This is an optimization exercise on Yosys and OpenROAD, whose aim is small area, a short achievable clock period and few clock cycles per item, not a production implementation.
Function was checked by simulation only, so behaviour that the tests miss may differ from the original.
Power is estimated from default activity; no workload was simulated.

==> flow/design.v <==
module stack_mem_responder #(
  parameter int unsigned             WIDTH     = 32,
  parameter int unsigned             DEPTH     = 64,
  parameter int unsigned             AW        = 6,
  parameter logic [WIDTH-1:0]        STACK_TOP = 32'd64
) (
  input  logic             clk,
  input  logic             rst,
  input  logic             req_valid,
  output logic             req_ready,
  input  logic [2:0]       req_op,
  input  logic [WIDTH-1:0] req_addr,
  input  logic [WIDTH-1:0] req_wdata,
  output logic             resp_valid,
  input  logic             resp_ready,
  output logic [WIDTH-1:0] resp_rdata,
  output logic             resp_is_ret,
  output logic [1:0]       resp_err,
  output logic [AW:0]      occupancy
);
  localparam logic [2:0]       OP_PUSH = 3'b001;
  localparam logic [2:0]       OP_POP  = 3'b010;
  localparam logic [2:0]       OP_CALL = 3'b011;
  localparam logic [2:0]       OP_RET  = 3'b100;
  localparam logic [WIDTH-1:0] BASE    = STACK_TOP - WIDTH'(DEPTH);
  localparam logic [AW:0]      FULL    = (AW+1)'(DEPTH);
  localparam int unsigned      LW      = AW / 2;        
  localparam int unsigned      HW      = AW - LW;       
  localparam int unsigned      NL      = 1 << LW;
  localparam int unsigned      NH      = 1 << HW;
  localparam int unsigned      NG      = DEPTH / 3;     
  localparam int unsigned      NP      = 6;             
  localparam int unsigned      GPP     = (NG + NP - 1) / NP;   
  localparam int unsigned      RW      = WIDTH + AW + 4;       
  logic             accept;
  logic [WIDTH-1:0] offset;
  logic [AW-1:0]    idx;
  logic             in_range, is_wr, is_rd, is_ret, wr_ok, rd_ok;
  logic [1:0]       err_n;
  logic [AW:0]      occ_q, occ_n;
  logic             full_q, empty_q, full_n, empty_n;
  assign accept   = req_valid && req_ready;
  assign offset   = req_addr - BASE;
  assign idx      = offset[AW-1:0];
  assign in_range = (offset < WIDTH'(DEPTH));
  assign is_wr    = (req_op == OP_PUSH) || (req_op == OP_CALL);
  assign is_rd    = (req_op == OP_POP)  || (req_op == OP_RET);
  assign is_ret   = (req_op == OP_RET);
  always_comb begin
    if (!(is_wr || is_rd) || !in_range) err_n = 2'b11;
    else if (is_wr && full_q)           err_n = 2'b01;
    else if (is_rd && empty_q)          err_n = 2'b10;
    else                                err_n = 2'b00;
  end
  assign wr_ok = in_range && is_wr && !full_q;
  assign rd_ok = in_range && is_rd && !empty_q;
  always_comb begin
    occ_n   = occ_q;
    full_n  = full_q;
    empty_n = empty_q;
    if (accept && wr_ok) begin
      occ_n   = occ_q + 1'b1;
      full_n  = (occ_q == FULL - 1'b1);
      empty_n = 1'b0;
    end else if (accept && rd_ok) begin
      occ_n   = occ_q - 1'b1;
      full_n  = 1'b0;
      empty_n = (occ_q == (AW+1)'(1));
    end
  end
  logic [NL-1:0] lsel_n;
  logic [NH-1:0] hsel_n;
  always_comb begin
    lsel_n = '0;
    hsel_n = '0;
    lsel_n[idx[LW-1:0]]  = 1'b1;
    hsel_n[idx[AW-1:LW]] = 1'b1;
  end
  logic             v1_q, rd1_q, wr1_q, ret1_q;
  logic [1:0]       err1_q;
  logic [NL-1:0]    lsel1_q;            
  logic [NH-1:0]    hsel1_q;
  logic [DEPTH-1:0] rrow;               
  always_comb begin
    for (int k = 0; k < DEPTH; k++) rrow[k] = hsel1_q[k / NL] && lsel1_q[k % NL];
  end
  logic [WIDTH-1:0] wdata1_q;
  logic [DEPTH-1:0][WIDTH-1:0] mem_q, mem_d;
  logic [DEPTH-1:0] we_row, keep_row;
  assign we_row   = rrow & {DEPTH{wr1_q}};
  assign keep_row = ~we_row;
  for (genvar k = 0; k < DEPTH; k++) begin : g_word
    for (genvar b = 0; b < WIDTH; b++) begin : g_bit
      stack_wbit u_w (
        .q(mem_q[k][b]), .keep(keep_row[k]), .we(we_row[k]),
        .d(wdata1_q[b]), .y(mem_d[k][b])
      );
    end
  end
  always_ff @(posedge clk) mem_q <= mem_d;
  logic [NG-1:0][WIDTH-1:0] grp_n;              
  logic [NP-1:0][WIDTH-1:0] part_n;
  for (genvar g = 0; g < NG; g++) begin : g_grp
    for (genvar b = 0; b < WIDTH; b++) begin : g_bit
      stack_rd3 u_r (
        .s0(rrow[3*g]),   .d0(mem_q[3*g][b]),
        .s1(rrow[3*g+1]), .d1(mem_q[3*g+1][b]),
        .s2(rrow[3*g+2]), .d2(mem_q[3*g+2][b]),
        .y_n(grp_n[g][b])
      );
    end
  end
  always_comb begin
    part_n = '0;
    for (int g = 0; g < NG; g++) part_n[g / GPP] = part_n[g / GPP] | ~grp_n[g];
    for (int k = 3 * NG; k < DEPTH; k++)
      if (rrow[k]) part_n[NP-1] = part_n[NP-1] | mem_q[k];
  end
  logic                     v2_q, rd2_q, ret2_q;
  logic [1:0]               err2_q;
  logic [AW:0]              occ2_q;
  logic [NP-1:0][WIDTH-1:0] part_q;
  logic [WIDTH-1:0]         s2_rdata;
  always_comb begin
    s2_rdata = '0;
    for (int p = 0; p < NP; p++) s2_rdata = s2_rdata | part_q[p];
    if (!rd2_q) s2_rdata = '0;
  end
  logic          out_v_q, busy_q;
  logic [1:0]    sk_n_q, sk_n_n;        
  logic [RW-1:0] s2_resp, sk0_q, sk1_q, out_q;
  logic [RW-1:0] sk0_d, sk1_d, out_d;
  logic          out_load, s1_move, s1_hold, v1_n, v2_n, out_v_n;
  assign s2_resp  = {s2_rdata, err2_q, ret2_q, occ2_q};
  assign out_load = !out_v_q || resp_ready;
  logic out_from_s2, out_from_sk0, out_keep;
  assign out_from_s2  = out_load && (sk_n_q == 2'd0);
  assign out_from_sk0 = out_load && (sk_n_q != 2'd0);
  assign out_keep     = !out_load;
  assign out_d = ({RW{out_from_s2}}  & s2_resp)
               | ({RW{out_from_sk0}} & sk0_q)
               | ({RW{out_keep}}     & out_q);
  always_comb begin
    out_v_n = out_v_q;
    sk0_d   = sk0_q;
    sk1_d   = sk1_q;
    sk_n_n  = sk_n_q;
    if (out_load) begin
      out_v_n = (sk_n_q != 2'd0) || v2_q;
      case (sk_n_q)
        2'd0: ;
        2'd1: begin
          sk0_d  = s2_resp;
          sk_n_n = v2_q ? 2'd1 : 2'd0;
        end
        default: begin
          sk0_d  = sk1_q;
          sk1_d  = s2_resp;
          sk_n_n = v2_q ? 2'd2 : 2'd1;
        end
      endcase
    end else if (v2_q) begin
      if (sk_n_q == 2'd0) sk0_d = s2_resp;
      else                sk1_d = s2_resp;
      sk_n_n = sk_n_q + 2'd1;
    end
  end
  assign s1_move = v1_q && (sk_n_n != 2'd2);
  assign s1_hold = v1_q && !s1_move;
  assign v2_n    = s1_move;
  assign v1_n    = s1_hold || accept;
  always_ff @(posedge clk or negedge rst) begin
    if (!rst) begin
      occ_q   <= '0;
      full_q  <= 1'b0;
      empty_q <= 1'b1;
      v1_q    <= 1'b0;
      v2_q    <= 1'b0;
      out_v_q <= 1'b0;
      sk_n_q  <= 2'd0;
      wr1_q   <= 1'b0;
      busy_q  <= 1'b0;
    end else begin
      occ_q   <= occ_n;
      full_q  <= full_n;
      empty_q <= empty_n;
      v1_q    <= v1_n;
      v2_q    <= v2_n;
      out_v_q <= out_v_n;
      sk_n_q  <= sk_n_n;
      wr1_q   <= accept && wr_ok;
      busy_q  <= v1_n && ((sk_n_n == 2'd2) || ((sk_n_n == 2'd1) && v2_n));
    end
  end
  always_ff @(posedge clk) begin
    if (!s1_hold) begin
      lsel1_q <= lsel_n;
      hsel1_q <= hsel_n;
      rd1_q  <= accept && rd_ok;
      ret1_q <= is_ret;
      err1_q <= err_n;
    end
    wdata1_q <= req_wdata;
    part_q <= part_n;
    rd2_q  <= rd1_q;
    ret2_q <= ret1_q;
    err2_q <= err1_q;
    occ2_q <= occ_q;
    sk0_q  <= sk0_d;
    sk1_q  <= sk1_d;
    out_q  <= out_d;
  end
  assign req_ready = !busy_q;
  assign resp_valid = out_v_q;
  assign {resp_rdata, resp_err, resp_is_ret, occupancy} = out_q;
endmodule
module stack_wbit (
  input  logic q,
  input  logic keep,
  input  logic we,
  input  logic d,
  output logic y
);
  assign y = (q & keep) | (d & we);
endmodule
module stack_rd3 (
  input  logic s0, d0,
  input  logic s1, d1,
  input  logic s2, d2,
  output logic y_n
);
  assign y_n = ~((s0 & d0) | (s1 & d1) | (s2 & d2));
endmodule
==> flow/config.mk <==
export PLATFORM = sky130hd
export DESIGN_NAME = stack_mem_responder
export DESIGN_NICKNAME = stack_mem_responder
export VERILOG_FILES = /design/flow/design.v
export SDC_FILE = /design/flow/constraint.sdc
export NUM_CORES = 4
export LEC_CHECK = 0
export CAP_MARGIN = 20
export CORE_MARGIN = 2
export CORE_UTILIZATION = 50
export CTS_CLUSTER_DIAMETER = 80
export CTS_CLUSTER_SIZE = 20
export SETUP_SLACK_MARGIN = 3.8
export SLEW_MARGIN = 20
export SYNTH_HIERARCHICAL = 1
export SYNTH_MINIMUM_KEEP_SIZE = 0
==> flow/constraint.sdc <==
create_clock -name core_clock -period 6.0 [get_ports {clk}]
set_input_delay 1.2000 -clock core_clock [delete_from_list [all_inputs] [get_ports {clk}]]
set_output_delay 1.2000 -clock core_clock [all_outputs]
set_load 0.01 [all_outputs]
standard.sh (not shown) runs the stock make flow with config.mk's settings and CLKGATE_MAP_FILE= SYNTH_SCRIPT=/design/flow/synth_recipe.tcl, a recipe that flattens the netlist after the stock synthesis.
==> flow/flow/run.sh <==
#!/bin/bash
set -o pipefail
cp standard.sh standard_sh.txt 2>/dev/null
export BUFFER_PORTS_ARGS="-buffer_cell sky130_fd_sc_hd__buf_4"
bash standard.sh > standard.log 2>&1
Testbench counts at the start, summed over its fixed seeds: cycles 12,024, items 12,000.
Then changed:
--- a/flow/config.mk
+++ b/flow/config.mk
@@ -11,3 +11,3 @@
-export CTS_CLUSTER_DIAMETER = 80
-export CTS_CLUSTER_SIZE = 20
-export SETUP_SLACK_MARGIN = 3.8
+export CTS_CLUSTER_DIAMETER = 60
+export CTS_CLUSTER_SIZE = 30
+export SETUP_SLACK_MARGIN = 3.5
The changed run completed with no timing, DRC or antenna violations.
Setup slack is better by 0.21 ns.
Non-clock buffer count goes down by 212.
Maximum frequency goes up by 7.9%.
Register-to-register slack is better by 0.24 ns.
Final cell count goes down by 1.8%.
Sequential share of layout area goes up by 1.4 points.
Clock power goes up by about 20%.
Clock-buffer cell count goes down by 11.

-- afterwards: timing with drivers on the ports --
In the flow no input, the clock included, has a driving cell. The finished layouts below were timed again as built, in two steps.
Step 1: set_driving_cell puts a clkbuf_16 on clk and a buf_2 on each other input, an assumption about the parent block.
Step 2 also shifts input and output timing later by t, the mid clock arrival at the registers, as if the neighbouring blocks saw the same clock.
a / b / c = ideal / step 1 / step 2; a / b = the first two.
| run | t, ns | setup WS [ns] | hold slack, ns |
|---|---|---|---|
| the first run | 0.877 | 3.213 / 3.213 / 3.005 | 0.302 / 0.251 / 0.334 |
| the second run | 0.885 | 3.418 / 3.332 / 2.740 | 0.251 / 0.188 / 0.361 |
After both steps every run listed still meets setup and hold. The setup slack of the second run, which loses most, moves by -0.086 ns with the drivers and by -0.678 ns with both steps.
